What follows belongs to an exercise in optimizing a design on an open flow for small area and a short achievable clock period; a production flow would make more cautious choices.
RTL that was checked went through simulation tests only; none was proved equivalent to the original.
The RTL of runs 1 and 5 was laid out without a check of its function.

==> flow/design.v <==
package adpll_cfg_pkg;
   localparam int FCWW = 26;
   localparam int INTW = 12;
   localparam int FRAW = 14;
   localparam int ACCW = 27;
   localparam int OTWW = 13;
   localparam int LW  = 5;
   localparam int MSW = 8;
   localparam int L_MAX  = 12;
   localparam int L_MIN  = -13;
   localparam int MS_MAX = 127;
   localparam int MS_MIN = -128;
   localparam int OTW_SHIFT = 7;
   localparam int TCW       = 9;
   localparam int T_TDC_PU  = 16;
   localparam int T_INJ_PU  = 48;
   localparam int T_PU_DONE = 112;
   localparam int T_CH_LOCK = 480;
   localparam int LCW           = 5;
   localparam int LOCK_N_FINE   = 15;
   localparam int LOCK_N_COARSE = 8;
endpackage
package adpll_types_pkg;
   typedef enum logic [1:0] {
      MODE_PD   = 2'd0,
      MODE_TEST = 2'd1,
      MODE_RX   = 2'd2,
      MODE_TX   = 2'd3
   } adpll_mode_e;
   typedef enum logic [2:0] {
      ST_IDLE = 3'd0,
      ST_PU   = 3'd1,
      ST_CL   = 3'd2,
      ST_CM   = 3'd3,
      ST_CS   = 3'd4
   } acq_state_e;
   typedef struct packed {
      logic [3:0] alpha;
      logic [3:0] beta;
      logic [2:0] lambda;
      logic [1:0] iir_n;
      logic       en_integral;
   } filt_cfg_s;
   typedef struct packed {
      logic [3:0] alpha_s;
      logic [2:0] lambda;
      logic [1:0] iir_n;
   } coef_set_s;
   typedef struct packed {
      logic [3:0] alpha_l;
      logic [3:0] alpha_m;
      logic [3:0] beta;
      coef_set_s  rx;
      coef_set_s  tx;
   } coef_regs_s;
   typedef struct packed {
      logic signed [4:0]  l;
      logic signed [7:0] m;
      logic signed [7:0] s;
   } bank_words_s;
   typedef struct packed {
      logic dco_pd;
      logic tdc_pd;
      logic tdc_pd_inj;
   } pwr_ctrl_s;
   typedef struct packed {
      bank_words_s words;
      pwr_ctrl_s   pd;
   } test_ctrl_s;
endpackage
module lf_add #(
   parameter int W    = 27,
   parameter int ARCH = 0
) (
   input  logic [W-1:0] a,
   input  logic [W-1:0] b,
   input  logic         ci,
   output logic [W-1:0] s,
   output logic [W:0]   c       
);
   localparam int LG = $clog2(W);
   logic [W-1:0] g, p;
   assign g = a & b;
   assign p = a ^ b;
   if (ARCH == 0) begin : g_tool
      logic [W:0] sum;
      assign sum = {1'b0, a} + {1'b0, b} + {{W{1'b0}}, ci};
      assign s   = sum[W-1:0];
      assign c   = {sum[W], sum[W-1:0] ^ a ^ b};
   end else if (ARCH == 1) begin : g_rca
      assign c[0] = ci;
      for (genvar i = 0; i < W; i++) begin : g_bit
         assign c[i+1] = g[i] | (p[i] & c[i]);
      end
      assign s = p ^ c[W-1:0];
   end else begin : g_pre
      logic [W-1:0] gg [0:2*LG];
      logic [W-1:0] pp [0:2*LG];
      assign gg[0] = {g[W-1:1], g[0] | (p[0] & ci)};
      assign pp[0] = p;
      if (ARCH == 2) begin : g_bk
         for (genvar l = 0; l < LG; l++) begin : g_up
            for (genvar i = 0; i < W; i++) begin : g_bit
               if ((i % (2 << l)) == (2 << l) - 1) begin : g_n
                  assign gg[l+1][i] = gg[l][i] | (pp[l][i] & gg[l][i-(1<<l)]);
                  assign pp[l+1][i] = pp[l][i] & pp[l][i-(1<<l)];
               end else begin : g_w
                  assign gg[l+1][i] = gg[l][i];
                  assign pp[l+1][i] = pp[l][i];
               end
            end
         end
         for (genvar k = 0; k < LG; k++) begin : g_dn
            localparam int L = LG - 1 - k;    
            for (genvar i = 0; i < W; i++) begin : g_bit
               if (i >= (3 << L) - 1 && ((i - ((3 << L) - 1)) % (2 << L)) == 0 && L < LG - 1) begin : g_n
                  assign gg[LG+k+1][i] = gg[LG+k][i] | (pp[LG+k][i] & gg[LG+k][i-(1<<L)]);
                  assign pp[LG+k+1][i] = pp[LG+k][i] & pp[LG+k][i-(1<<L)];
               end else begin : g_w
                  assign gg[LG+k+1][i] = gg[LG+k][i];
                  assign pp[LG+k+1][i] = pp[LG+k][i];
               end
            end
         end
      end else begin : g_sk
         for (genvar l = 0; l < LG; l++) begin : g_lv
            for (genvar i = 0; i < W; i++) begin : g_bit
               if ((i >> l) & 1) begin : g_n
                  assign gg[l+1][i] = gg[l][i] | (pp[l][i] & gg[l][((i >> l) << l) - 1]);
                  assign pp[l+1][i] = pp[l][i] & pp[l][((i >> l) << l) - 1];
               end else begin : g_w
                  assign gg[l+1][i] = gg[l][i];
                  assign pp[l+1][i] = pp[l][i];
               end
            end
         end
         for (genvar k = LG; k < 2*LG; k++) begin : g_pad
            assign gg[k+1] = gg[k];
            assign pp[k+1] = pp[k];
         end
      end
      assign c = {gg[2*LG], ci};
      assign s = p ^ c[W-1:0];
   end
endmodule
module loop_filter #(
   parameter int A_ACC = 0,
   parameter int A_R   = 0,
   parameter int A_IIR = 0,
   parameter int A_INT = 0,
   parameter int A_NTW = 0
) (
   input  logic                                     clk,
   input  logic                                     rst_accum_all,
   input  logic                                     accum_clr,
   input  logic [adpll_cfg_pkg::FCWW-1:0]           fcw,
   input  logic [adpll_cfg_pkg::INTW-1:0]           tdc_word,
   input  adpll_types_pkg::filt_cfg_s               filt,
   output logic signed [adpll_cfg_pkg::OTWW-1:0]    otw_round
);
   localparam int N = adpll_cfg_pkg::ACCW;
   logic                  clr;
   logic signed [N-1:0]   acc_d, acc_q;
   logic signed [N-1:0]   iir_q [1:3];
   logic signed [N-1:0]   iir_d [0:3];
   logic signed [N-1:0]   tap;
   logic signed [N-1:0]   integ_d, integ_q;
   assign clr = rst_accum_all | accum_clr;
   logic [12:0] hs, hc;
   logic [12:0] hx, hy;
   assign hx = {1'b0, fcw[25:14]};
   assign hy = ~{1'b0, tdc_word};
   assign hs = acc_q[26:14] ^ hx ^ hy;
   assign hc = (acc_q[26:14] & hx) | (acc_q[26:14] & hy) | (hx & hy);
   logic [N:0] acc_c;
   lf_add #(.W(N), .ARCH(A_ACC)) u_acc (
      .a({hs, acc_q[13:0]}), .b({hc[11:0], 1'b1, fcw[13:0]}), .ci(1'b0),
      .s(acc_d), .c(acc_c)
   );
   assign iir_d[0] = acc_d;
   for (genvar k = 1; k <= 3; k++) begin : g_iir
      logic signed [N-1:0] ysh, xsh, r;
      logic [N:0] rc, ic;
      assign ysh = iir_q[k] >>> filt.lambda;
      assign xsh = iir_d[k-1] >>> filt.lambda;
      logic [N-1:0] cs_s, cs_c;
      assign cs_s = xsh ^ iir_q[k] ^ ~ysh;
      assign cs_c = (xsh & iir_q[k]) | (xsh & ~ysh) | (iir_q[k] & ~ysh);
      assign r  = '0;
      assign rc = '0;
      lf_add #(.W(N), .ARCH(A_IIR)) u_i (
         .a(cs_s), .b({cs_c[N-2:0], 1'b1}), .ci(1'b0), .s(iir_d[k]), .c(ic)
      );
   end
   always_comb begin
      case (filt.iir_n)
         2'd0:    tap = iir_d[0];
         2'd1:    tap = iir_d[1];
         2'd2:    tap = iir_d[2];
         default: tap = iir_d[3];
      endcase
   end
   logic [N:0] int_c;
   lf_add #(.W(N), .ARCH(A_INT)) u_int (
      .a(tap), .b(integ_q), .ci(1'b0), .s(integ_d), .c(int_c)
   );
   always_ff @(posedge clk) begin
      if (clr) begin
         acc_q    <= '0;
         iir_q[1] <= '0;
         iir_q[2] <= '0;
         iir_q[3] <= '0;
         integ_q  <= '0;
      end else begin
         acc_q    <= acc_d;
         iir_q[1] <= iir_d[1];
         iir_q[2] <= iir_d[2];
         iir_q[3] <= iir_d[3];
         if (filt.en_integral) begin
            integ_q <= integ_d;
         end
      end
   end
   logic signed [N-1:0] psh, ish;
   logic [19:0] pa, pb, ps, pc, ntw;
   logic [20:0] ntw_c;
   assign psh = tap >>> filt.alpha;
   assign ish = integ_d >>> filt.beta;
   assign pa  = psh[19:0];
   assign pb  = filt.en_integral ? ish[19:0] : 20'd0;
   assign ps  = pa ^ pb ^ 20'd64;
   assign pc  = (pa & pb) | ((pa | pb) & 20'd64);
   lf_add #(.W(20), .ARCH(A_NTW)) u_ntw (
      .a(ps), .b({pc[18:0], 1'b0}), .ci(1'b0), .s(ntw), .c(ntw_c)
   );
   assign otw_round = ntw[19:7];
endmodule
module acq_sequencer (
   input  logic                                     clk,
   input  logic                                     rst_accum_all,
   input  logic [adpll_cfg_pkg::FCWW-1:0]           fcw,
   input  adpll_types_pkg::adpll_mode_e             mode,
   input  adpll_types_pkg::coef_regs_s              coefs,
   input  logic                                     lock_seen,
   input  logic signed [7:0]                        lock_word,
   output logic                                     st_cl,
   output logic                                     st_cm,
   output logic                                     st_cs,
   output adpll_types_pkg::filt_cfg_s               filt,
   output logic                                     accum_clr,
   output logic                                     ld_en,
   output logic                                     ld_clr,
   output logic signed [4:0]                        fixed_l,
   output logic signed [7:0]                        fixed_m,
   output adpll_types_pkg::pwr_ctrl_s               pwr,
   output logic                                     channel_lock
);
   adpll_types_pkg::acq_state_e     state;
   logic [adpll_cfg_pkg::FCWW-1:0]  fcw_last;
   adpll_types_pkg::adpll_mode_e    mode_last;
   logic [adpll_cfg_pkg::TCW-1:0]   time_cnt;
   logic                            en_integral;
   adpll_types_pkg::coef_set_s      cs;
   assign st_cl = (state == adpll_types_pkg::ST_CL);
   assign st_cm = (state == adpll_types_pkg::ST_CM);
   assign st_cs = (state == adpll_types_pkg::ST_CS);
   assign cs = (mode == adpll_types_pkg::MODE_TX) ? coefs.tx : coefs.rx;
   always_comb begin
      filt.alpha       = coefs.rx.alpha_s;
      filt.beta        = coefs.beta;
      filt.lambda      = coefs.rx.lambda;
      filt.iir_n       = 2'd0;
      filt.en_integral = en_integral;
      case (state)
         adpll_types_pkg::ST_CL: filt.alpha = coefs.alpha_l;
         adpll_types_pkg::ST_CM: filt.alpha = coefs.alpha_m;
         adpll_types_pkg::ST_CS: begin
            filt.alpha  = cs.alpha_s;
            filt.lambda = cs.lambda;
            filt.iir_n  = cs.iir_n;
         end
         default: ;
      endcase
   end
   always_ff @(posedge clk) begin
      if (rst_accum_all) begin
         state        <= adpll_types_pkg::ST_IDLE;
         time_cnt     <= '0;
         pwr          <= '1;
         accum_clr    <= 1'b0;
         ld_en        <= 1'b0;
         ld_clr       <= 1'b0;
         fixed_l      <= '0;
         fixed_m      <= '0;
         channel_lock <= 1'b0;
         en_integral  <= 1'b0;
         fcw_last     <= '0;
         mode_last    <= adpll_types_pkg::MODE_PD;
      end else begin
         fcw_last  <= fcw;
         mode_last <= mode;
         if (fcw != fcw_last || mode != mode_last) begin
            state <= adpll_types_pkg::ST_IDLE;
         end else begin
            case (state)
               adpll_types_pkg::ST_IDLE: begin
                  time_cnt     <= '0;
                  fixed_l      <= '0;
                  fixed_m      <= '0;
                  ld_en        <= 1'b0;
                  ld_clr       <= 1'b1;
                  channel_lock <= 1'b0;
                  en_integral  <= 1'b0;
                  if (mode == adpll_types_pkg::MODE_PD) begin
                     pwr <= '1;
                  end
                  if (mode == adpll_types_pkg::MODE_RX || mode == adpll_types_pkg::MODE_TX) begin
                     state <= adpll_types_pkg::ST_PU;
                  end
               end
               adpll_types_pkg::ST_PU: begin
                  time_cnt   <= time_cnt + 1'b1;
                  pwr.dco_pd <= 1'b0;
                  if (time_cnt == adpll_cfg_pkg::T_TDC_PU) begin
                     pwr.tdc_pd <= 1'b0;
                  end
                  if (time_cnt == adpll_cfg_pkg::T_INJ_PU) begin
                     pwr.tdc_pd_inj <= 1'b0;
                  end
                  if (time_cnt == adpll_cfg_pkg::T_PU_DONE) begin
                     state     <= adpll_types_pkg::ST_CL;
                     accum_clr <= 1'b1;
                     time_cnt  <= '0;
                  end
               end
               adpll_types_pkg::ST_CL: begin
                  accum_clr <= 1'b0;
                  ld_clr    <= 1'b0;
                  ld_en     <= 1'b1;
                  if (lock_seen && !ld_clr) begin
                     fixed_l   <= lock_word[4:0];
                     state     <= adpll_types_pkg::ST_CM;
                     accum_clr <= 1'b1;
                     ld_clr    <= 1'b1;
                  end
               end
               adpll_types_pkg::ST_CM: begin
                  accum_clr <= 1'b0;
                  ld_clr    <= 1'b0;
                  if (lock_seen && !ld_clr) begin
                     fixed_m   <= lock_word;
                     state     <= adpll_types_pkg::ST_CS;
                     accum_clr <= 1'b1;
                     ld_en     <= 1'b0;
                  end
               end
               adpll_types_pkg::ST_CS: begin
                  accum_clr <= 1'b0;
                  time_cnt  <= time_cnt + 1'b1;
                  if (coefs.beta != 4'd0) begin
                     en_integral <= 1'b1;
                  end
                  if (time_cnt == adpll_cfg_pkg::T_CH_LOCK) begin
                     channel_lock <= 1'b1;
                  end
               end
               default: state <= adpll_types_pkg::ST_IDLE;
            endcase
         end
      end
   end
endmodule
module freq_lock_detector (
   input  logic                                     clk,
   input  logic                                     rst_accum_all,
   input  logic                                     ld_en,
   input  logic                                     ld_clr,
   input  logic                                     st_cl,
   input  logic signed [7:0]                        otw_sat,
   output logic                                     lock_seen,
   output logic signed [7:0]                        lock_word
);
   logic signed [7:0]              cand1, cand2;
   logic [adpll_cfg_pkg::LCW-1:0]  cnt1, cnt2;
   logic [adpll_cfg_pkg::LCW-1:0]  inc1, inc2;
   logic [adpll_cfg_pkg::LCW-1:0]  lock_n;
   assign inc1 = cnt1 + 1'b1;
   assign inc2 = cnt2 + 1'b1;
   assign lock_n = st_cl ? 5'(adpll_cfg_pkg::LOCK_N_COARSE) : 5'(adpll_cfg_pkg::LOCK_N_FINE);
   always_ff @(posedge clk) begin
      if (rst_accum_all || ld_clr) begin
         cand1     <= '1;
         cand2     <= '1;
         cnt1      <= '0;
         cnt2      <= '0;
         lock_seen <= 1'b0;
         lock_word <= '1;
      end else if (ld_en) begin
         if (otw_sat == cand1) begin
            cnt1 <= inc1;
            if (inc1 == lock_n) begin
               lock_seen <= 1'b1;
               lock_word <= cand1;
            end
         end else if (otw_sat == cand2) begin
            cnt2 <= inc2;
            if (inc2 == lock_n) begin
               lock_seen <= 1'b1;
               lock_word <= cand2;
            end
         end else begin
            cand1 <= otw_sat;
            cnt1  <= 1;
            cand2 <= cand1;
            cnt2  <= cnt1;
         end
      end
   end
endmodule
module bank_word_combiner (
   input  logic                                     st_cl,
   input  logic                                     st_cm,
   input  logic                                     st_cs,
   input  logic                                     mode_test,
   input  logic                                     accum_clr,
   input  logic signed [adpll_cfg_pkg::OTWW-1:0]    otw_round,
   input  logic signed [4:0]                        fixed_l,
   input  logic signed [7:0]                        fixed_m,
   input  adpll_types_pkg::test_ctrl_s              test,
   output logic signed [7:0]                        otw_sat,
   output adpll_types_pkg::bank_words_s             dco_words,
   output logic                                     channel_sat
);
   logic signed [7:0] sat_l, sat_ms;
   always_comb begin
      if (otw_round > adpll_cfg_pkg::L_MAX)      sat_l = 8'(adpll_cfg_pkg::L_MAX);
      else if (otw_round < adpll_cfg_pkg::L_MIN) sat_l = 8'(adpll_cfg_pkg::L_MIN);
      else                                       sat_l = otw_round[7:0];
      if (otw_round > adpll_cfg_pkg::MS_MAX)      sat_ms = 8'(adpll_cfg_pkg::MS_MAX);
      else if (otw_round < adpll_cfg_pkg::MS_MIN) sat_ms = 8'(adpll_cfg_pkg::MS_MIN);
      else                                        sat_ms = otw_round[7:0];
   end
   assign otw_sat = st_cl ? sat_l : sat_ms;
   always_comb begin
      if (mode_test) begin
         dco_words = test.words;
      end else begin
         dco_words.l = (st_cl && !accum_clr) ? sat_l[4:0] : fixed_l;
         dco_words.m = (st_cm && !accum_clr) ? sat_ms : fixed_m;
         dco_words.s = (st_cs && !accum_clr) ? sat_ms : 8'sd0;
      end
   end
   assign channel_sat = (dco_words.s == adpll_cfg_pkg::MS_MIN) ||
                        (dco_words.s == adpll_cfg_pkg::MS_MAX);
endmodule
module adpll_ctrl (
   input  logic         clk,
   input  logic         rst_accum_all,
   input  logic [25:0]  fcw,
   input  logic [1:0]   adpll_mode,
   input  logic [11:0]  tdc_word,
   input  logic [29:0]  coefs,
   input  logic [23:0]  test,
   output logic [20:0]  dco_words,
   output logic [2:0]   pwr,
   output logic         channel_lock,
   output logic         channel_sat
);
   adpll_types_pkg::adpll_mode_e           adpll_mode_t;
   adpll_types_pkg::coef_regs_s            coefs_t;
   adpll_types_pkg::test_ctrl_s            test_t;
   adpll_types_pkg::bank_words_s           dco_words_t;
   adpll_types_pkg::pwr_ctrl_s             pwr_t;
   assign adpll_mode_t = adpll_types_pkg::adpll_mode_e'(adpll_mode);
   assign coefs_t      = coefs;
   assign test_t       = test;
   assign dco_words    = dco_words_t;
   assign pwr          = pwr_t;
   logic                                   st_cl, st_cm, st_cs, mode_test;
   adpll_types_pkg::filt_cfg_s             filt;
   logic signed [4:0]                      fixed_l;
   logic signed [7:0]                      fixed_m;
   adpll_types_pkg::pwr_ctrl_s             pwr_seq;
   logic                                   accum_clr;
   logic                                   ld_en, ld_clr;
   logic                                   lock_seen;
   logic signed [7:0]                      lock_word;
   logic signed [adpll_cfg_pkg::OTWW-1:0]  otw_round;
   logic signed [7:0]                      otw_sat;
   assign mode_test = (adpll_mode_t == adpll_types_pkg::MODE_TEST);
   loop_filter #(
      .A_ACC(2), .A_R(2), .A_IIR(2), .A_INT(2), .A_NTW(2)
   ) loop_filter0 (
      .clk(clk), .rst_accum_all(rst_accum_all), .accum_clr(accum_clr),
      .fcw(fcw), .tdc_word(tdc_word), .filt(filt), .otw_round(otw_round)
   );
   acq_sequencer acq_sequencer0 (
      .clk(clk), .rst_accum_all(rst_accum_all), .fcw(fcw), .mode(adpll_mode_t),
      .coefs(coefs_t), .lock_seen(lock_seen), .lock_word(lock_word),
      .st_cl(st_cl), .st_cm(st_cm), .st_cs(st_cs),
      .filt(filt), .accum_clr(accum_clr), .ld_en(ld_en), .ld_clr(ld_clr),
      .fixed_l(fixed_l), .fixed_m(fixed_m), .pwr(pwr_seq), .channel_lock(channel_lock)
   );
   freq_lock_detector freq_lock_detector0 (
      .clk(clk), .rst_accum_all(rst_accum_all), .ld_en(ld_en), .ld_clr(ld_clr),
      .st_cl(st_cl), .otw_sat(otw_sat), .lock_seen(lock_seen), .lock_word(lock_word)
   );
   bank_word_combiner bank_word_combiner0 (
      .st_cl(st_cl), .st_cm(st_cm), .st_cs(st_cs), .mode_test(mode_test),
      .accum_clr(accum_clr), .otw_round(otw_round),
      .fixed_l(fixed_l), .fixed_m(fixed_m), .test(test_t), .otw_sat(otw_sat),
      .dco_words(dco_words_t), .channel_sat(channel_sat)
   );
   assign pwr_t = mode_test ? test_t.pd : pwr_seq;
endmodule
==> flow/run.sh <==
#!/bin/bash
# synth_recipe.tcl (not shown) runs the flow's synth.tcl, then flattens the netlist and writes it again
# the make line also repeats each setting of config.mk as NAME=value (left out here)
make -C /OpenROAD-flow-scripts/flow DESIGN_CONFIG=/design/flow/config.mk WORK_HOME=/design/flow/orfs CLKGATE_MAP_FILE= SYNTH_SCRIPT=/design/flow/synth_recipe.tcl finish
==> flow/config.mk <==
export PLATFORM = sky130hd
export DESIGN_NAME = adpll_ctrl
export DESIGN_NICKNAME = adpll_ctrl
export VERILOG_FILES = /design/flow/design.v
export SDC_FILE = /design/flow/constraint.sdc
export NUM_CORES = 4
export LEC_CHECK = 0
export ABC_AREA = 1
export CAP_MARGIN = 20
export CORE_MARGIN = 2
export CORE_UTILIZATION = 40
export SLEW_MARGIN = 20
==> flow/constraint.sdc <==
create_clock -name core_clock -period 33.0 [get_ports {clk}]
set_input_delay 6.6000 -clock core_clock [delete_from_list [all_inputs] [get_ports {clk}]]
set_output_delay 6.6000 -clock core_clock [all_outputs]
set_load 0.01 [all_outputs]
==> metrics.cfg, run 1 <==
[place]
gp_congestion = 0.9138
place_hpwl_um = 61890
port_buffers = 121
place_ws_ns = -0.3684
placed_cells = 4854

[route]
remaining_drc_errors = 0
first_pass_iters = 6
wl_um = 79480
wire_per_inst_um = 16.10
vias = 25380
drtIter0Drc = 1762
ant_nets = 0
vias_per_cell = 5.139

[synthesis]
synthTopCellsByArea = dfxtp_1 18%, fa_1 13%, nand2_1 13%
ys.flop_type = dfxtp_1
synth.distinct_cells = 63
ys.warnings.count = 14
synth-edff-count = 0
synthCells = 3847
synth_area_um2 = 25550
yosysMostFrequentCell = nand2_1
syn_nets = 4263
yosys-top-cells-count = 852 x nand2_1, 613 x inv_1, 546 x o21ai_0
synth.avg_cell_area_um2 = 6.640
synth_top_area_frac = 0.1810
async_reset_ff_frac = 0
synth.yosys.seq_area_share = 0.1810
synth.largest_area_cell = dfxtp_1
synth-seq-cells = 231

[worst_setup_path]
reg2reg_from = loop_filter0.acc_q[0]
crit_required_ns = 26.40
criticalPathCategory = in2out
cp_max_fo = 5
crit_start = tdc_word[1]
slowest_delay_ns = 0.61
crit_slowest_cell = fa_1
worstPathArrival_ns = 25.17
end_kind = primary output
cp-start-kind = input pin
crit_top_cell = nand2_1

[cts]
numCtsBuffers = 30
clockBufferDepth = 3
cts.sinks = 231
insertion_delay_ns = 0.60
cts_tree = yes
h-tree-depth = 1
hold_buffers = 0
path_clk_slew_ns = 0.06
cts-root-buf = clkbuf_16

[min_path]
worstHoldStart = acq_sequencer0.channel_lock
worstHoldPathType = reg2reg

[timing]
setup_viol = 0
hold_viol_final = 0
finalCriticalPeriod_ns = 31.77
slew_headroom = 0.3397
fin_crit_sh = 0.9627
clock.fmax_mhz = 31.48
tightest_slew_ns = 0.9869
layout_setup_ws_ns = 1.231
final.setup_skew_ns = 0.01633
fin_hold_ws_ns = 0.4501
slew_viol_final = 0

[grt]
antenna_found_initial = 0
grt_max_degree = 101
grt_pass1_wl_um = 126700
grt_pass1_vias = 23820
grt_util_all_layers = 0.2359
grt-ovfl-total = 0

[die]
die_y_um = 256.7
start_util = 0.4050
die_width_um = 256.7
num_rows = 92
io_pins = 122
dieArea_um2 = 65900
core-area_um2 = 63080

[finish]
syn_to_final_growth_pct = 20.93
layout-drive-gt1-share = 0.1381
finalNonFillerCells = 4938
utilization = 0.4897
nets = 4483

[run_status]
status = timing/DRC/antenna clean

[run]
max_cap_viol_count = 0

## worst paths after layout
check	slack, ns	cells after the start	endpoint
hold / removal	0.45	2	acq_sequencer0.channel_lock
setup / recovery	1.23	121	dco_words[19]
setup reg to reg	12.71	130	freq_lock_detector0.cand1[6]
hold reg to reg	0.45	2	acq_sequencer0.channel_lock
## cell type report
class	instances	area (µm²)
antenna	1	2.502
multi-input combinational	2799	18660
clock inverter	18	240.2
fill	6484	32190
clock buffer	38	820.8
inverter	636	2389
timing repair buffer	369	3098
sequential	231	4624
tap	846	1059
## what timing repair did
action | 4_1_cts | 5_1_grt
setup endpoints to repair | 20 | 22
gates resized for setup | 15 | 277
pin swaps | 0 | 71
buffers inserted | 1 | 26
## layout by cell type, fill, tap and decap left out, types with 21 or more instances in the layout
cell type and n:
nand2_1 842, inv_1 597, o21ai_0 443, nor2_1 260
buf_4 247, dfxtp_1 231, nand3_1 154, fa_1 154
ha_1 141, a21oi_1 126, clkdlybuf4s50_1 98, o21ai_1 83
mux2i_1 68, xor2_1 60, o21ai_2 54, inv_2 36
xnor2_1 36, clkbuf_16 30, nand2_2 29, nand3b_1 25
nand3_2 22, nor3_1 21
## flip-flops by register name, summed over array words and instances (netlist names), 2 cells and up
| signal | cells |
|---|---|
| loop_filter0.iir_q | 81 |
| loop_filter0.acc_q | 27 |
| loop_filter0.integ_q | 27 |
| acq_sequencer0.fcw_last | 26 |
| acq_sequencer0.time_cnt | 9 |
| acq_sequencer0.fixed_m | 8 |
| freq_lock_detector0.cand1 | 8 |
| freq_lock_detector0.cand2 | 8 |
| freq_lock_detector0.lock_word | 8 |
| acq_sequencer0.fixed_l | 5 |
| freq_lock_detector0.cnt1 | 5 |
| freq_lock_detector0.cnt2 | 5 |
| acq_sequencer0.pwr | 3 |
| acq_sequencer0.state | 3 |
| acq_sequencer0.mode_last | 2 |
## cells by family after synthesis
| group | count (synthesis) | synth area share |
|---|---|---|
| AO/OA/AOI/OAI | 883 | 0.1923 |
| buffers and inverters | 817 | 0.1218 |
| adder cells (fa/ha/maj) | 320 | 0.2038 |
| AND/OR/NAND/NOR | 1423 | 0.2385 |
| multiplexers | 68 | 0.02664 |
| XOR/XNOR | 105 | 0.03600 |
| flip-flops | 231 | 0.1810 |
## through the flow
stage	TNS (ns)	cell area [µm²]
after floorplan	0	25550
after global placement	-0.1571	28810
after detailed placement	-3.905	28810
after CTS	0	29890
after global routing	-2.773	30890
final	0	30890
## worst max-delay path: cells and delay by family
kind | cells | cell delay, ns
compound gates | 28 | 4.17
xor+xnor | 3 | 0.57
fa+ha+maj | 17 | 6.72
buf+inv | 24 | 2.44
simple gates | 49 | 4.63
## layer usage
metal  share of wire  global-route usage
met1            0.46              0.3283
met3           0.060             0.03233
met5               0                   0
met4           0.030             0.06783
met2            0.45              0.3802
==> run 2, diff against run 1 <==
--- a/flow/design.v
+++ b/flow/design.v
@@ -80,3 +80,3 @@
 );
-   localparam int LG = $clog2(W);
+   localparam int LG = (W > 16) ? 5 : (W > 8) ? 4 : (W > 4) ? 3 : (W > 2) ? 2 : 1;
    logic [W-1:0] g, p;
@@ -491,3 +491,3 @@
    loop_filter #(
-      .A_ACC(2), .A_R(2), .A_IIR(2), .A_INT(2), .A_NTW(2)
+      .A_ACC(0), .A_R(0), .A_IIR(0), .A_INT(0), .A_NTW(0)
    ) loop_filter0 (
--- a/flow/config.mk
+++ b/flow/config.mk
@@ -11,2 +11,3 @@
 export CORE_UTILIZATION = 40
+export CTS_BUF_LIST = sky130_fd_sc_hd__clkbuf_4
 export SLEW_MARGIN = 20
==> metrics.cfg, run 2 <==
[cts]
cts.sinks = 231  ; unchanged
h-tree-depth = 3  ; +2
path_clk_slew_ns = 0.05  ; about the same
insertion_delay_ns = 0.83  ; +0.23 ns
hold_buffers = 0  ; unchanged
clockBufferDepth = 3  ; unchanged
numCtsBuffers = 77  ; +160%
cts_tree = yes
cts-root-buf = clkbuf_4

[grt]
grt-ovfl-total = 0  ; unchanged
antenna_found_initial = 2  ; +2
grt_util_all_layers = 0.2541  ; +0.01816
grt_max_degree = 157  ; +55%
grt_pass1_vias = 27080  ; +14%
grt_pass1_wl_um = 143900  ; +14%

[route]
drtIter0Drc = 2347  ; +33%
first_pass_iters = 8  ; +2
vias = 28700  ; +13%
ant_nets = 0  ; unchanged
vias_per_cell = 5.260  ; +2.3%
wire_per_inst_um = 16.76  ; +4.1%
wl_um = 91440  ; +15%
remaining_drc_errors = 0  ; unchanged

[finish]
layout-drive-gt1-share = 0.06299  ; -0.07512
top_regs = loop_filter0.iir_q: 81 flops, loop_filter0.acc_q: 27 flops, loop_filter0.integ_q: 27 flops
largest_reg_flops = 81  ; unchanged
ff_latch_area_um2 = 4626  ; about the same
top_register = loop_filter0.iir_q
final_common_cell = nand2_1
nFillCells = 7494  ; +16%
mostFrequentLayoutCells = 1137 x nand2_1, 671 x inv_1, 540 x o21ai_0
final_area_um2 = 30290  ; -2.0%
nets = 4871  ; +8.7%
multi_input_area_um2 = 19560  ; +4.8%
syn_to_final_growth_pct = 10.41
utilization = 0.4440  ; -0.04577
finalNonFillerCells = 5456  ; +10%

[worst_setup_path]
crit_slowest_cell = clkdlybuf4s50_1
slowest_delay_ns = 0.57  ; -0.04 ns
r2r_slack_ns = 14.37  ; +1.66 ns
worstPathArrival_ns = 24.94  ; -0.23 ns
cp_top_family = simple AND/OR/NAND/NOR gates
cp-start-kind = input pin
cp_max_fo = 13  ; +8
crit_buf_inv = 12  ; -50%
crit_required_ns = 26.40  ; about the same
criticalPathCategory = in2out
crit_top_cell = nand2_1
end_kind = primary output

[synthesis]
yosys-top-cells-count = 1137 x nand2_1, 674 x inv_1, 543 x o21ai_0
synth_fa_ha_area_frac = 0.1446  ; -0.05917
synth_xor_area_frac = 0.03959  ; +0.003588
yosys.area_share.simple = 0.2929  ; +0.05441
yosys-mux-area-fraction = 0.03028  ; +0.003639
synth_compound_area_frac = 0.2020  ; +0.009752
syn_nets = 4823  ; +13%
synth.distinct_cells = 70  ; +11%
synthTopCellsByArea = dfxtp_1 17%, nand2_1 16%, o21ai_0 9.9%
synth.largest_area_cell = dfxtp_1
synth_area_um2 = 27430  ; +7.4%
ys.flop_type = dfxtp_1
synth_top_family_by_area = simple AND/OR/NAND/NOR gates
synth.avg_cell_area_um2 = 6.141  ; -7.5%
async_reset_ff_frac = 0  ; unchanged
synth_top_area_frac = 0.1686  ; -0.01246
synthCells = 4467  ; +16%
synth-edff-count = 0  ; unchanged
ys.warnings.count = 8  ; -6
synth.yosys.seq_area_share = 0.1686  ; -0.01246
synth-seq-cells = 231  ; unchanged
yosysMostFrequentCell = nand2_1

[timing]
tightest_slew_ns = 1.089  ; +0.1022 ns
slew_viol_final = 0  ; unchanged
slew_headroom = 0.2740  ; -0.06571
final.setup_skew_ns = 0.08143  ; +0.06510 ns
finalCriticalPeriod_ns = 31.54  ; -0.2270 ns
hold_viol_final = 0  ; unchanged
rsz0062_at_grt = false
setup_viol = 0  ; unchanged
fin_crit_sh = 0.9558  ; -0.006880
clock.fmax_mhz = 31.70  ; +0.72%
setup_tns_ns = 0  ; unchanged

[place]
place_hpwl_um = 72910  ; +18%
port_buffers = 121  ; unchanged
placed_cells = 5317  ; +9.5%
gp_congestion = 0.9655  ; +5.7%
dpl_cell_area_um2 = 29250  ; +1.5%

[die]
dieArea_um2 = 70690  ; +7.3%
core-area_um2 = 68230  ; +8.2%
start_util = 0.4021  ; -0.002865
io_pins = 122  ; unchanged
die_width_um = 265.9  ; +3.6%
die_y_um = 265.9  ; +3.6%
num_rows = 96  ; +4.3%

[run]
max_cap_viol_count = 0  ; unchanged

[run_status]
status = timing/DRC/antenna clean

[min_path]
worstHoldPathType = reg2reg

[run 2: cell types whose count changed in the layout (fill, tap and decap cells not counted), sizes merged, moves of 22 or more]
cell           change
nand2            +282
buf              -226
a21oi            +119
nand3             +94
clkbuf            +74
fa                -65
inv               +63
nor2              +60
clkdlybuf4s50     +22
o211ai            +22
[run 2: logic make-up after synthesis]
family,Yosys count
and+or+nand+nor,1894
muxes,83
adders and majority gates,260
buffers and inverters,874
AOI/OAI and AO/OA,1001
DFF,231
xor gates and xnor gates,124
[run 2: layer usage]
metal,track usage,vias to the layer above,wire (µm)
li1,-,14640,-
met5,0,-,13
met4,0.09201,2,2982
met1,0.3314,13080,40720
met2,0.4269,798,42270
met3,0.03521,173,5464
[run 2: metrics by stage]
step | setup slack [ns] | hold slack, ns
after floorplan | 6.196 | 0.4292
after global placement | 1.150 | 0.4367
after detailed placement | 1.273 | 0.4405
after CTS | 1.206 | 0.4481
after global routing | 0.01215 | 0.4935
final | 1.458 | 0.4485
[run 2: timing repair]
item / in CTS / in global routing
resized for setup: 0 / 12
setup buffers: 0 / 1
setup endpoints to repair: 0 / 11
[run 2: final cells by class]
cell class / count / share of cell area
diodes: 2 / 0.0001652
well taps: 882 / 0.03643
repair buffers: 144 / 0.04593
clock buffers: 116 / 0.02875
flip-flops and latches: 231 / 0.1527
multi-input cells: 3362 / 0.6457
clock inverters: 20 / 0.003428
inverters: 699 / 0.08691
[run 2: final timing paths]
path | startpoint | cells past startpoint | to
setup / recovery | fcw[18] | 91 | channel_sat
hold / removal | acq_sequencer0.channel_lock | 2 | acq_sequencer0.channel_lock
setup reg to reg | loop_filter0.acc_q[18] | 98 | freq_lock_detector0.cand1[2]
hold reg to reg | acq_sequencer0.channel_lock | 2 | acq_sequencer0.channel_lock
[run 2: worst reg2reg max path, delay by kind of cell (launching register included)]
kind | cells | cell delay (ns)
multiplexers | 2 | 0.30
adder cells (fa/ha/maj) | 11 | 4.55
AO/OA/AOI/OAI | 25 | 5.23
buffers and inverters | 11 | 1.13
XOR/XNOR | 2 | 0.47
AND/OR/NAND/NOR | 47 | 6.62
flip-flops | 1 | 0.30
==> run 3, diff against run 2 <==
--- a/flow/config.mk
+++ b/flow/config.mk
@@ -11,3 +11,2 @@
 export CORE_UTILIZATION = 40
-export CTS_BUF_LIST = sky130_fd_sc_hd__clkbuf_4
 export SLEW_MARGIN = 20
==> metrics.cfg, run 3 <==
[synthesis]
synth_area_um2 = 27430  ; unchanged
synth.yosys.seq_area_share = 0.1686  ; unchanged
syn_nets = 4823  ; unchanged
async_reset_ff_frac = 0  ; unchanged
yosysMostFrequentCell = nand2_1
synth.distinct_cells = 70  ; unchanged
synth.largest_area_cell = dfxtp_1
ys.flop_type = dfxtp_1
synth_top_area_frac = 0.1686  ; unchanged
synthCells = 4467  ; unchanged
synth.avg_cell_area_um2 = 6.141  ; unchanged
yosys-top-cells-count = 1137 x nand2_1, 674 x inv_1, 543 x o21ai_0
synthTopCellsByArea = dfxtp_1 17%, nand2_1 16%, o21ai_0 9.9%
synth-edff-count = 0  ; unchanged
synth-seq-cells = 231  ; unchanged
ys.warnings.count = 8  ; unchanged

[die]
die_width_um = 265.9  ; unchanged
die_y_um = 265.9  ; unchanged
core-area_um2 = 68230  ; unchanged
dieArea_um2 = 70690  ; unchanged
num_rows = 96  ; unchanged
start_util = 0.4021  ; unchanged
io_pins = 122  ; unchanged

[worst_setup_path]
cp-start-kind = input pin
slowest_delay_ns = 0.57  ; about the same
end_kind = primary output
crit_top_cell = nand2_1
ff2ff_path_depth = 100  ; +2.0%
worstPathArrival_ns = 24.94  ; about the same
criticalPathCategory = in2out
cp_max_fo = 13  ; unchanged
crit_required_ns = 26.40  ; about the same
crit_slowest_cell = clkdlybuf4s50_1

[timing]
tightest_slew_ns = 1.091  ; +0.002329 ns
clock.fmax_mhz = 31.71  ; about the same
rsz0062_at_grt = false
finalCriticalPeriod_ns = 31.54  ; -0.006280 ns
setup_viol = 0  ; unchanged
fin_hold_ws_ns = 0.4498  ; +0.001242 ns
layout_setup_ws_ns = 1.464  ; +0.006280 ns
fin_crit_sh = 0.9556  ; about the same
slew_headroom = 0.2724  ; -0.001553
hold_viol_final = 0  ; unchanged
setup_tns_ns = 0  ; unchanged
final.setup_skew_ns = 0.02046  ; -0.06097 ns
slew_viol_final = 0  ; unchanged

[min_path]
hold_depth = 2  ; unchanged
worstHoldPathType = reg2reg

[finish]
final_area_um2 = 30370  ; +0.25%
top_register = loop_filter0.iir_q
diodes = 0  ; -2
top_regs = loop_filter0.iir_q: 81 flops, loop_filter0.acc_q: 27 flops, loop_filter0.integ_q: 27 flops
final_common_cell = nand2_1
mostFrequentLayoutCells = 1137 x nand2_1, 671 x inv_1, 540 x o21ai_0
layout-drive-gt1-share = 0.04787  ; -0.01512
ff_latch_area_um2 = 4626  ; unchanged
nFillCells = 7407  ; -1.2%
utilization = 0.4451  ; +0.001100
finalNonFillerCells = 5373  ; -1.5%
multi_input_area_um2 = 19560  ; unchanged
nets = 4824  ; -0.96%
largest_reg_flops = 81  ; unchanged
syn_to_final_growth_pct = 10.69

[route]
wl_um = 90970  ; -0.52%
vias_per_cell = 5.289  ; +0.55%
first_pass_iters = 6  ; -2
wire_per_inst_um = 16.93  ; +1.0%
drtIter0Drc = 2240  ; -4.6%
vias = 28420  ; -0.98%
remaining_drc_errors = 0  ; unchanged
ant_nets = 0  ; unchanged

[grt]
grt_max_degree = 157  ; unchanged
antenna_found_initial = 2  ; unchanged
grt-ovfl-total = 0  ; unchanged
grt_pass1_vias = 26730  ; -1.3%
grt_pass1_wl_um = 143400  ; -0.34%
grt_util_all_layers = 0.2513  ; -0.002782

[cts]
cts-root-buf = clkbuf_16
hold_buffers = 0  ; unchanged
cts.sinks = 231  ; unchanged
numCtsBuffers = 30  ; -61%
h-tree-depth = 1  ; -2
path_clk_slew_ns = 0.07  ; +0.02 ns
cts_tree = yes
clockBufferDepth = 3  ; unchanged
insertion_delay_ns = 0.61  ; -0.22 ns

[place]
port_buffers = 121  ; unchanged
placed_cells = 5317  ; unchanged
gp_congestion = 0.9655  ; unchanged
place_ws_ns = 1.273  ; unchanged
dpl_cell_area_um2 = 29250  ; unchanged
place_hpwl_um = 72910  ; unchanged

[run_status]
status = timing/DRC/antenna clean

[run]
max_cap_viol_count = 0  ; unchanged

run 3: final cells by class:
cell class	count	area share
Clock buffer	37	0.02625
Inverter	699	0.08669
Sequential cell	231	0.1523
Tap cell	882	0.03634
Timing Repair Buffer	144	0.04582
Clock inverter	18	0.008488
Multi-Input combinational cell	3362	0.6441
run 3: routing by layer:
layer	wire, µm	vias to the layer above	global-route usage
li1	-	14520	-
met2	42500	747	0.4316
met1	40750	13010	0.3331
met5	24	-	0
met4	2578	4	0.07182
met3	5111	145	0.02569
run 3: worst max-delay path, delay by kind of cell:
kind	cells	cell delay (ns)
xor gates and xnor gates	2	0.47
muxes	2	0.32
AOI/OAI and AO/OA	27	5.43
buffers and inverters	13	1.96
adders and majority gates	11	4.59
and+or+nand+nor	38	5.54
run 3: worst paths after layout:
check	slack [ns]	to	startpoint
min	0.45	acq_sequencer0.channel_lock	acq_sequencer0.channel_lock
max reg2reg	14.29	freq_lock_detector0.cand1[5]	loop_filter0.acc_q[16]
max	1.46	channel_sat	fcw[16]
min reg2reg	0.45	acq_sequencer0.channel_lock	acq_sequencer0.channel_lock
run 3: cells by family (layout without fill, tap and decap cells):
logic type	Yosys count	in the layout	synth area share
XOR/XNOR	124	124	0.03959
AND/OR/NAND/NOR	1894	1894	0.2929
buffers and inverters	874	898	0.1220
adder cells (fa/ha/maj)	260	260	0.1446
AO/OA/AOI/OAI	1001	1001	0.2020
multiplexers	83	83	0.03028
flip-flops	231	231	0.1686
run 3: repair_timing:
item | in CTS | in global routing
endpoints found under the setup margin | 0 | 11
gates resized for setup | 0 | 12
buffers inserted | 0 | 1
==> run 4, diff against run 3 <==
--- a/flow/config.mk
+++ b/flow/config.mk
@@ -8,5 +8,5 @@
 export ABC_AREA = 1
-export CAP_MARGIN = 20
+export CAP_MARGIN = 0
 export CORE_MARGIN = 2
-export CORE_UTILIZATION = 40
-export SLEW_MARGIN = 20
+export CORE_UTILIZATION = 65
+export SLEW_MARGIN = 0
==> metrics.cfg, run 4 <==
[place]
port_buffers = 121  ; unchanged
place_ws_ns = 1.525  ; +0.2520 ns
dpl_cell_area_um2 = 28800  ; -1.5%
gp_congestion = 1.052  ; +8.9%
place_hpwl_um = 66770  ; -8.4%

[grt]
grt_pass1_vias = 26710  ; -0.064%
grt_pass1_wl_um = 135800  ; -5.3%
antenna_found_initial = 1  ; -1
grt_max_degree = 243  ; +55%
grt-ovfl-total = 0  ; unchanged
grt_util_all_layers = 0.3801  ; +0.1288

[worst_setup_path]
worstPathArrival_ns = 24.88  ; -0.06 ns
slowest_delay_ns = 0.58  ; about the same
crit_slowest_cell = clkdlybuf4s50_1
crit_required_ns = 26.40  ; about the same
crit_buf_inv = 11  ; -2
cp_max_fo = 13  ; unchanged
crit_top_cell = nand2_1
criticalPathCategory = in2out
cp_top_family = simple AND/OR/NAND/NOR gates
cp-start-kind = input pin
end_kind = primary output

[timing]
hold_viol_final = 0  ; unchanged
layout_setup_ws_ns = 1.523  ; +0.05900 ns
clock.fmax_mhz = 31.77  ; +0.19%
rsz0062_at_grt = false
final.setup_skew_ns = 0.02635  ; +0.005893 ns
tightest_slew_ns = 1.189  ; +0.09805 ns
slew_headroom = 0.1987  ; -0.07374
setup_viol = 0  ; unchanged
fin_crit_sh = 0.9538  ; -0.001788
slew_viol_final = 0  ; unchanged
setup_tns_ns = 0  ; unchanged
finalCriticalPeriod_ns = 31.48  ; -0.05900 ns
fin_hold_ws_ns = 0.4449  ; -0.004922 ns

[run_status]
status = timing/DRC/antenna clean

[cts]
insertion_delay_ns = 0.59  ; -0.02 ns
path_clk_slew_ns = 0.06  ; about the same
cts.sinks = 231  ; unchanged
numCtsBuffers = 28  ; -6.7%
clockBufferDepth = 3  ; unchanged
h-tree-depth = 1  ; unchanged
post_cts_buffers = 0  ; unchanged
cts-root-buf = clkbuf_16
cts_tree = yes

[synthesis]
synth.yosys.seq_area_share = 0.1686  ; unchanged
synth-seq-cells = 231  ; unchanged
synthCells = 4467  ; unchanged
synth.distinct_cells = 70  ; unchanged
syn_nets = 4823  ; unchanged
synth.largest_area_cell = dfxtp_1
async_reset_ff_frac = 0  ; unchanged
ys.flop_type = dfxtp_1
yosys-top-cells-count = 1137 x nand2_1, 674 x inv_1, 543 x o21ai_0
synthTopCellsByArea = dfxtp_1 17%, nand2_1 16%, o21ai_0 9.9%
ys.warnings.count = 8  ; unchanged
synth_area_um2 = 27430  ; unchanged
yosysMostFrequentCell = nand2_1
synth-edff-count = 0  ; unchanged
synth.avg_cell_area_um2 = 6.141  ; unchanged
synth_top_area_frac = 0.1686  ; unchanged

[die]
die_y_um = 209.4  ; -21%
dieArea_um2 = 43870  ; -38%
io_pins = 122  ; unchanged
start_util = 0.6570  ; +0.2549
num_rows = 75  ; -22%
core-area_um2 = 41760  ; -39%
die_width_um = 209.4  ; -21%

[route]
ant_nets = 0  ; unchanged
wl_met1_um = 35760  ; -12%
dr_wl_met2_um = 37840  ; -11%
routed.top_layer = met4
vias = 28890  ; +1.7%
first_pass_iters = 6  ; unchanged
remaining_drc_errors = 0  ; unchanged
wire_per_inst_um = 16.85  ; -0.49%
drtIter0Drc = 3317  ; +48%
vias_per_cell = 5.752  ; +8.7%
wl_um = 84630  ; -7.0%
wl_met3_um = 7796  ; +53%

[finish]
final_common_cell = nand2_1
layout-drive-gt1-share = 0.04350  ; -0.004376
final_area_um2 = 29750  ; -2.0%
largest_reg_flops = 81  ; unchanged
nets = 4818  ; -0.12%
top_register = loop_filter0.iir_q
mostFrequentLayoutCells = 1137 x nand2_1, 671 x inv_1, 542 x o21ai_0
top_regs = loop_filter0.iir_q: 81 flops, loop_filter0.acc_q: 27 flops, loop_filter0.integ_q: 27 flops
syn_to_final_growth_pct = 8.460

[min_path]
worstHoldPathType = reg2reg

[run]
max_cap_viol_count = 0  ; unchanged

[run 4: worst paths after layout]
check / startpoint / cells past startpoint / slack [ns] / endpoint
worst max-delay path: fcw[16] / 97 / 1.52 / channel_sat
worst min-delay path: acq_sequencer0.channel_lock / 2 / 0.44 / acq_sequencer0.channel_lock
worst max register to register: acq_sequencer0.state[0] / 96 / 14.40 / freq_lock_detector0.cand1[5]
worst min register to register: acq_sequencer0.channel_lock / 2 / 0.44 / acq_sequencer0.channel_lock
[run 4: what timing repair did]
action,4_1_cts,5_1_grt
hold buffers,0,0
endpoints found under the setup margin,0,3
gates resized for setup,0,3
[run 4: cell families (layout without fill, tap and decap cells)]
group / after synthesis / after routing / share of synthesized area
DFF: 231 / 231 / 0.1686
AOI/OAI and AO/OA: 1001 / 1001 / 0.2020
adders and majority gates: 260 / 260 / 0.1446
buffers and inverters: 874 / 890 / 0.1220
xor gates and xnor gates: 124 / 124 / 0.03959
and+or+nand+nor: 1894 / 1894 / 0.2929
other: 0 / 1 / 0
muxes: 83 / 83 / 0.03028
[run 4: final cells by class]
cell class | count | area (µm²)
multi-input combinational | 3362 | 19520
timing repair buffer | 140 | 1365
inverter | 699 | 2631
sequential | 231 | 4626
tap | 539 | 674.4
clock inverter | 5 | 100.1
clock buffer | 46 | 838.3
antenna | 1 | 2.502
fill | 3860 | 12000
[run 4: routing by layer]
| metal | vias to the layer above | GRT usage |
|---|---|---|
| li1 | 14470 | - |
| met1 | 13050 | 0.5080 |
| met2 | 1179 | 0.6272 |
| met3 | 193 | 0.05866 |
| met4 | 0 | 0.1296 |
| met5 | - | 0 |
[run 4: through the flow]
step | instances | utilization
after floorplan | 4467 | -
after global placement | 4971 | 0.6897
after detailed placement | 4971 | 0.6897
after CTS | 5022 | 0.7122
after global routing | 5022 | 0.7125
final | 5023 | 0.7125
[run 4: tightest hold or removal path: cells and delay by family (launching register included)]
family	cells	cell delay, ns
buffers and inverters	1	0.05
flip-flops	1	0.30
AO/OA/AOI/OAI	1	0.05
==> run 5, diff against run 4 <==
--- a/flow/design.v
+++ b/flow/design.v
@@ -491,3 +491,3 @@
    loop_filter #(
-      .A_ACC(0), .A_R(0), .A_IIR(0), .A_INT(0), .A_NTW(0)
+      .A_ACC(3), .A_R(3), .A_IIR(3), .A_INT(3), .A_NTW(3)
    ) loop_filter0 (
--- a/flow/config.mk
+++ b/flow/config.mk
@@ -8,5 +8,5 @@
 export ABC_AREA = 1
-export CAP_MARGIN = 0
+export CAP_MARGIN = 20
 export CORE_MARGIN = 2
-export CORE_UTILIZATION = 65
-export SLEW_MARGIN = 0
+export CORE_UTILIZATION = 40
+export SLEW_MARGIN = 20
==> metrics.cfg, run 5 <==
[run_status]
status = timing/DRC/antenna clean

[finish]
largest_reg_flops = 81  ; unchanged
top_register = loop_filter0.iir_q
mostFrequentLayoutCells = 1063 x nand2_1, 612 x inv_1, 530 x o21ai_0
top_regs = loop_filter0.iir_q: 81 flops, loop_filter0.acc_q: 27 flops, loop_filter0.integ_q: 27 flops
nets = 4516  ; -6.3%
syn_to_final_growth_pct = 10.43
layout-drive-gt1-share = 0.05980  ; +0.01630
final_common_cell = nand2_1
finalNonFillerCells = 5020  ; -0.060%

[cts]
cts_tree = yes
clockBufferDepth = 3  ; unchanged
path_clk_slew_ns = 0.06  ; about the same
numCtsBuffers = 29  ; +3.6%
h-tree-depth = 1  ; unchanged
hold_buffers = 0  ; unchanged
cts-root-buf = clkbuf_16
insertion_delay_ns = 0.59  ; about the same
cts.sinks = 231  ; unchanged

[route]
ant_nets = 0  ; unchanged
vias_per_cell = 5.164  ; -10%
first_pass_iters = 5  ; -1
drtIter0Drc = 1982  ; -40%
remaining_drc_errors = 0  ; unchanged
wl_um = 79780  ; -5.7%
wire_per_inst_um = 15.89  ; -5.7%
vias = 25920  ; -10%

[grt]
grt_util_all_layers = 0.2338  ; -0.1463
grt_pass1_wl_um = 128200  ; -5.6%
grt_pass1_vias = 24250  ; -9.2%
antenna_found_initial = 0  ; -1
grt-ovfl-total = 0  ; unchanged
grt_max_degree = 106  ; -56%

[min_path]
worstHoldPathType = reg2reg
worstHoldStart = acq_sequencer0.pwr[1]

[worst_setup_path]
slowest_delay_ns = 0.60  ; +0.02 ns
crit_required_ns = 26.40  ; about the same
end_kind = primary output
reg2reg_from = acq_sequencer0.state[0]
cp-start-kind = input pin
crit_start = fcw[15]
cp_max_fo = 8  ; -5
r2r_slack_ns = 13.65  ; -0.75 ns
worstPathArrival_ns = 24.74  ; -0.14 ns
criticalPathCategory = in2out
crit_slowest_cell = fa_1
crit_top_cell = nand2_1

[timing]
finalCriticalPeriod_ns = 31.34  ; -0.1402 ns
slew_headroom = 0.2482  ; +0.04957
clock.fmax_mhz = 31.91  ; +0.45%
slew_viol_final = 0  ; unchanged
setup_tns_ns = 0  ; unchanged
rsz0062_at_grt = false
tightest_slew_ns = 1.128  ; -0.06179 ns
setup_viol = 0  ; unchanged
fin_crit_sh = 0.9496  ; -0.004247
final.setup_skew_ns = 0.02918  ; +0.002828 ns
hold_viol_final = 0  ; unchanged

[die]
core-area_um2 = 64580  ; +55%
die_width_um = 260.0  ; +24%
start_util = 0.4060  ; -0.2509
die_y_um = 260.0  ; +24%
num_rows = 93  ; +24%
io_pins = 122  ; unchanged
dieArea_um2 = 67620  ; +54%

[synthesis]
synth.distinct_cells = 65  ; -7.1%
ys.warnings.count = 14  ; +6
synthTopCellsByArea = dfxtp_1 18%, nand2_1 15%, o21ai_0 10%
synth.largest_area_cell = dfxtp_1
synth-seq-cells = 231  ; unchanged
synth-edff-count = 0  ; unchanged
async_reset_ff_frac = 0  ; unchanged
yosys-top-cells-count = 1064 x nand2_1, 614 x inv_1, 537 x o21ai_0
synth_top_area_frac = 0.1764  ; +0.007786
synth.yosys.seq_area_share = 0.1764  ; +0.007786
synthCells = 4139  ; -7.3%
synth.avg_cell_area_um2 = 6.336  ; +3.2%
yosysMostFrequentCell = nand2_1
synth_area_um2 = 26220  ; -4.4%
ys.flop_type = dfxtp_1
syn_nets = 4512  ; -6.4%

[run]
max_cap_viol_count = 0  ; unchanged

[place]
gp_congestion = 0.8999  ; -14%
port_buffers = 121  ; unchanged
placed_cells = 4965  ; -0.12%
place_hpwl_um = 62520  ; -6.4%

run 5: changes by cell type after synthesis, sizes merged, moves of 16 or more:
cell,previous run,this run
a21oi,259,177
nor2,334,269
nand2,1161,1105
inv,692,643
xor2,70,45
fa,95,117
nand3,275,294
o211ai,32,16
run 5: cell families (layout without fill, tap and decap cells):
group                      Yosys count  count (layout)  share of synthesized area
DFF                                231             231                     0.1764
buffers and inverters              820             845                     0.1227
muxes                               89              89                    0.03397
and+or+nand+nor                   1779            1779                     0.2934
other                                0               1                          0
AOI/OAI and AO/OA                  854             854                     0.1776
adders and majority gates          277             277                     0.1657
xor gates and xnor gates            89              89                    0.03030
run 5: per-layer routing:
layer	GRT usage	share of wire	vias to the layer above
met5	0	0	-
met4	0.07487	0.033	0
met3	0.03031	0.054	134
met2	0.3834	0.45	626
met1	0.3173	0.46	11820
li1	-	-	13350
run 5: cell type report:
class	count	area (µm²)
tap	855	1070
fill	6918	35620
multi-input combinational	3088	18470
antenna	1	2.502
sequential	231	4626
clock inverter	12	135.1
clock buffer	40	817.0
inverter	645	2429
timing repair buffer	148	1411
run 5: final timing paths:
check                                                    end  cells after the start
worst min register to register         acq_sequencer0.pwr[1]                      2
worst max register to register  freq_lock_detector0.cand1[3]                     96
worst min-delay path                   acq_sequencer0.pwr[1]                      2
worst max-delay path                           dco_words[18]                    101
run 5: critical path, delay by kind of cell:
family          cells  cell delay (ns)
mux                 1             0.17
simple gates       41             4.21
fa+ha+maj          16             6.34
xor+xnor            4             1.07
compound gates     24             4.32
buf+inv            15             2.03
run 5: timing repair:
| action | in CTS | in global routing |
|---|---|---|
| resized for setup | 0 | 18 |
| setup buffers | 0 | 2 |
| endpoints found under the setup margin | 0 | 19 |
run 5: per-stage QoR:
step,util,worst slack (ns),hold slack (ns),instance area [µm²]
6_report,0.4484,1.664,0.4630,28960
5_1_grt,0.4483,0.08618,0.4900,28950
4_1_cts,0.4472,1.028,0.4667,28880
3_5_place_dp,0.4325,1.102,0.4552,27930
3_3_place_gp,0.4325,1.492,0.4438,27930
2_1_floorplan,-,4.318,0.4264,26220
==> run 6, diff against run 5 <==
--- a/flow/design.v
+++ b/flow/design.v
@@ -491,3 +491,3 @@
    loop_filter #(
-      .A_ACC(3), .A_R(3), .A_IIR(3), .A_INT(3), .A_NTW(3)
+      .A_ACC(0), .A_R(0), .A_IIR(0), .A_INT(0), .A_NTW(0)
    ) loop_filter0 (
==> flow/flow/run.sh (new file) <==
#!/bin/bash
# Standard layout, with plain buffers on the ports and no CTS dummy loads
set -euo pipefail
export BUFFER_PORTS_ARGS="-buffer_cell sky130_fd_sc_hd__buf_2"
export CTS_ARGS="-sink_clustering_enable -repair_clock_nets -buf_list sky130_fd_sc_hd__clkbuf_8 -dont_use_dummy_load -sink_clustering_size 30"
bash standard.sh finish > standard_flow.log 2>&1
==> flow/standard.sh (new file) <==
#!/bin/bash
# synth_recipe.tcl (not shown) runs the flow's synth.tcl, then flattens the netlist and writes it again
# the make line also repeats each setting of config.mk as NAME=value (left out here)
make -C /OpenROAD-flow-scripts/flow DESIGN_CONFIG=/design/flow/config.mk WORK_HOME=/design/flow/orfs CLKGATE_MAP_FILE= SYNTH_SCRIPT=/design/flow/synth_recipe.tcl "${@:-finish}"
removed: flow/run.sh
==> metrics.cfg, run 6 <==
[run_status]
status = timing/DRC/antenna clean

[worst_setup_path]
ff2ff_path_depth = 94  ; -2.1%
cp_max_fo = 94  ; +86
worstPathArrival_ns = 24.24  ; -0.50 ns
cp-start-kind = input pin
criticalPathCategory = in2out
crit_buf_inv = 12  ; -3
worstReg2RegEnd = freq_lock_detector0.cand1[3]
end_kind = primary output
crit_required_ns = 26.40  ; about the same
slowest_delay_ns = 0.94  ; +0.34 ns
reg2reg_from = acq_sequencer0.state[0]
r2r_slack_ns = 13.85  ; +0.20 ns
crit_top_cell = nand2_1
crit_slowest_cell = buf_4
cp_top_family = compound AO/OA/AOI/OAI gates

[grt]
antenna_found_initial = 3  ; +3
grt_max_degree = 244  ; +130%
grt-ovfl-total = 0  ; unchanged
grt_pass1_vias = 26840  ; +11%
grt_pass1_wl_um = 143800  ; +12%
grt_util_all_layers = 0.2531  ; +0.01929

[cts]
path_clk_slew_ns = 0.06  ; about the same
insertion_delay_ns = 0.67  ; +0.08 ns
ctsResizeCount = 0  ; unchanged
cts-root-buf = clkbuf_8
cts.sinks = 231  ; unchanged
numCtsBuffers = 48  ; +66%
cts_tree = yes
post_cts_buffers = 0  ; unchanged
hold_buffers = 0  ; unchanged
h-tree-depth = 2  ; +1
clockBufferDepth = 3  ; unchanged

[finish]
utilization = 0.4296  ; -0.01882
nets = 4840  ; +7.2%
largest_reg_flops = 81  ; unchanged
top_register = loop_filter0.iir_q
final_common_cell = nand2_1
mostFrequentLayoutCells = 1137 x nand2_1, 671 x inv_1, 541 x o21ai_0
layout-drive-gt1-share = 0.07207  ; +0.01227
multi_input_area_um2 = 19510  ; +5.6%
top_regs = loop_filter0.iir_q: 81 flops, loop_filter0.acc_q: 27 flops, loop_filter0.integ_q: 27 flops
nFillCells = 7505  ; +8.5%
syn_to_final_growth_pct = 6.828
ff_latch_area_um2 = 4626  ; unchanged

[place]
port_buffers = 121  ; unchanged
place_hpwl_um = 72630  ; +16%
gp_congestion = 0.9380  ; +4.2%

[route]
wire_per_inst_um = 16.98  ; +6.8%
drtIter0Drc = 2140  ; +8.0%
vias = 28330  ; +9.3%
first_pass_iters = 7  ; +2
wl_um = 91100  ; +14%
ant_nets = 0  ; unchanged
remaining_drc_errors = 0  ; unchanged
vias_per_cell = 5.281  ; +2.3%

[synthesis]
synth.avg_cell_area_um2 = 6.141  ; -3.1%
synth_top_area_frac = 0.1686  ; -0.007786
synth.distinct_cells = 70  ; +7.7%
synth_area_um2 = 27430  ; +4.6%
synth-seq-cells = 231  ; unchanged
synth.largest_area_cell = dfxtp_1
synthTopCellsByArea = dfxtp_1 17%, nand2_1 16%, o21ai_0 9.9%
synth.yosys.seq_area_share = 0.1686  ; -0.007786
synthCells = 4467  ; +7.9%
yosys-top-cells-count = 1137 x nand2_1, 674 x inv_1, 543 x o21ai_0
async_reset_ff_frac = 0  ; unchanged
syn_nets = 4823  ; +6.9%
yosysMostFrequentCell = nand2_1
synth-edff-count = 0  ; unchanged
ys.warnings.count = 8  ; -6
ys.flop_type = dfxtp_1

[timing]
slew_headroom = 0.2717  ; +0.02345
final.setup_skew_ns = 0.08716  ; +0.05798 ns
finalCriticalPeriod_ns = 30.84  ; -0.4991 ns
clock.fmax_mhz = 32.43  ; +1.6%
setup_viol = 0  ; unchanged
tightest_slew_ns = 1.092  ; -0.03517 ns
rsz0062_at_grt = false
hold_viol_final = 0  ; unchanged
setup_tns_ns = 0  ; unchanged
slew_viol_final = 0  ; unchanged
fin_crit_sh = 0.9345  ; -0.01513

[die]
dieArea_um2 = 70690  ; +4.5%
num_rows = 96  ; +3.2%
die_width_um = 265.9  ; +2.2%
start_util = 0.4021  ; -0.003939
core-area_um2 = 68230  ; +5.6%
io_pins = 122  ; unchanged
die_y_um = 265.9  ; +2.2%

[run]
max_cap_viol_count = 0  ; unchanged

[min_path]
worstHoldPathType = reg2reg
worstHoldEndpoint = freq_lock_detector0.lock_word[7]
worstHoldStart = freq_lock_detector0.lock_word[7]
hold_depth = 2  ; unchanged

run 6: routing by layer:
metal | GRT usage | up-vias | share of wire | wire, µm
met5 | 0 | - | 0.00030 | 27
li1 | - | 14460 | - | -
met4 | 0.07319 | 4 | 0.027 | 2435
met3 | 0.03179 | 150 | 0.055 | 4982
met1 | 0.3391 | 12960 | 0.46 | 42030
met2 | 0.4255 | 765 | 0.46 | 41630
run 6: how the worst max path moves through the flow:
| stage | cells past startpoint | from | to |
|---|---|---|---|
| 2_1_floorplan | 95 | fcw[16] | channel_sat |
| 3_3_place_gp | 86 | adpll_mode[1] | channel_sat |
| 3_5_place_dp | 86 | adpll_mode[1] | channel_sat |
| 4_1_cts | 86 | adpll_mode[1] | channel_sat |
| 5_1_grt | 88 | adpll_mode[1] | channel_sat |
| 6_report | 86 | adpll_mode[1] | channel_sat |
run 6: layout make-up:
type                       count  share of cell area
multi-input combinational   3362              0.6656
sequential                   231              0.1578
inverter                     699             0.08978
tap                          882             0.03766
timing repair buffer         142             0.02647
clock buffer                  48             0.02254
antenna                        1          0.00008539
run 6: worst register-to-register path: cells and delay by family (launching register included):
family                     cells  cell delay, ns
AOI/OAI and AO/OA             29            5.99
buffers and inverters         11            2.57
DFF                            1            0.38
adders and majority gates      9            3.84
and+or+nand+nor               40            5.00
xor gates and xnor gates       5            1.28
run 6: logic make-up (layout without fill, tap and decap cells):
logic type                 count (synthesis)  in the layout  share of synthesized area
other                                      0              1                          0
and+or+nand+nor                         1894           1894                     0.2929
xor gates and xnor gates                 124            124                    0.03959
muxes                                     83             83                    0.03028
DFF                                      231            231                     0.1686
adders and majority gates                260            260                     0.1446
buffers and inverters                    874            889                     0.1220
AOI/OAI and AO/OA                       1001           1001                     0.2020
run 6: through the flow:
| step | cells | hold slack (ns) | cell area (µm²) | setup slack, ns |
|---|---|---|---|---|
| finish | 5365 | 0.4621 | 29310 | 2.163 |
| global placement | 5316 | 0.4407 | 28640 | 2.425 |
| detailed placement | 5316 | 0.4504 | 28640 | 2.374 |
| floorplan | 4467 | 0.4292 | 27430 | 6.196 |
| global route | 5365 | 0.4907 | 29310 | 0.5545 |
| CTS | 5364 | 0.4636 | 29300 | 2.314 |

## what the ideal ports hide
No port has a modelled driver above. Below, the same layouts with a new extraction and two added sets of constraints. Step 1: set_driving_cell puts a clkbuf_16 on clk and a buf_2 on each other input, an assumption about the parent block. Step 2 also shifts input and output timing later by t, the mid clock arrival at the registers, as if the neighbouring blocks saw the same clock. Three values: ideal ports, drivers, drivers and shift; two values: the first two.
run	shift t [ns]	slack for setup (ns)	clock arrival spread, ns	slew at the worst register clock pin (ns)	cell pins on the clock port's net
run 1	0.655	1.231 / 1.199 / 1.199	0.016 / 0.016	0.07 / 0.07	1
run 2	0.855	1.458 / 1.431 / 1.431	0.082 / 0.082	0.07 / 0.07	1
run 3	0.665	1.464 / 1.438 / 1.438	0.021 / 0.020	0.07 / 0.07	1
run 4	0.635	1.523 / 1.499 / 1.499	0.026 / 0.026	0.07 / 0.07	1
run 5	0.637	1.664 / 1.639 / 1.639	0.029 / 0.029	0.07 / 0.07	1
run 6	0.684	2.163 / 2.126 / 2.126	0.088 / 0.087	0.06 / 0.06	1
After both steps setup and hold are still met in every run listed. For run 6, which loses most, drivers alone change the setup slack by -0.037 ns; drivers and shift together by -0.037 ns.
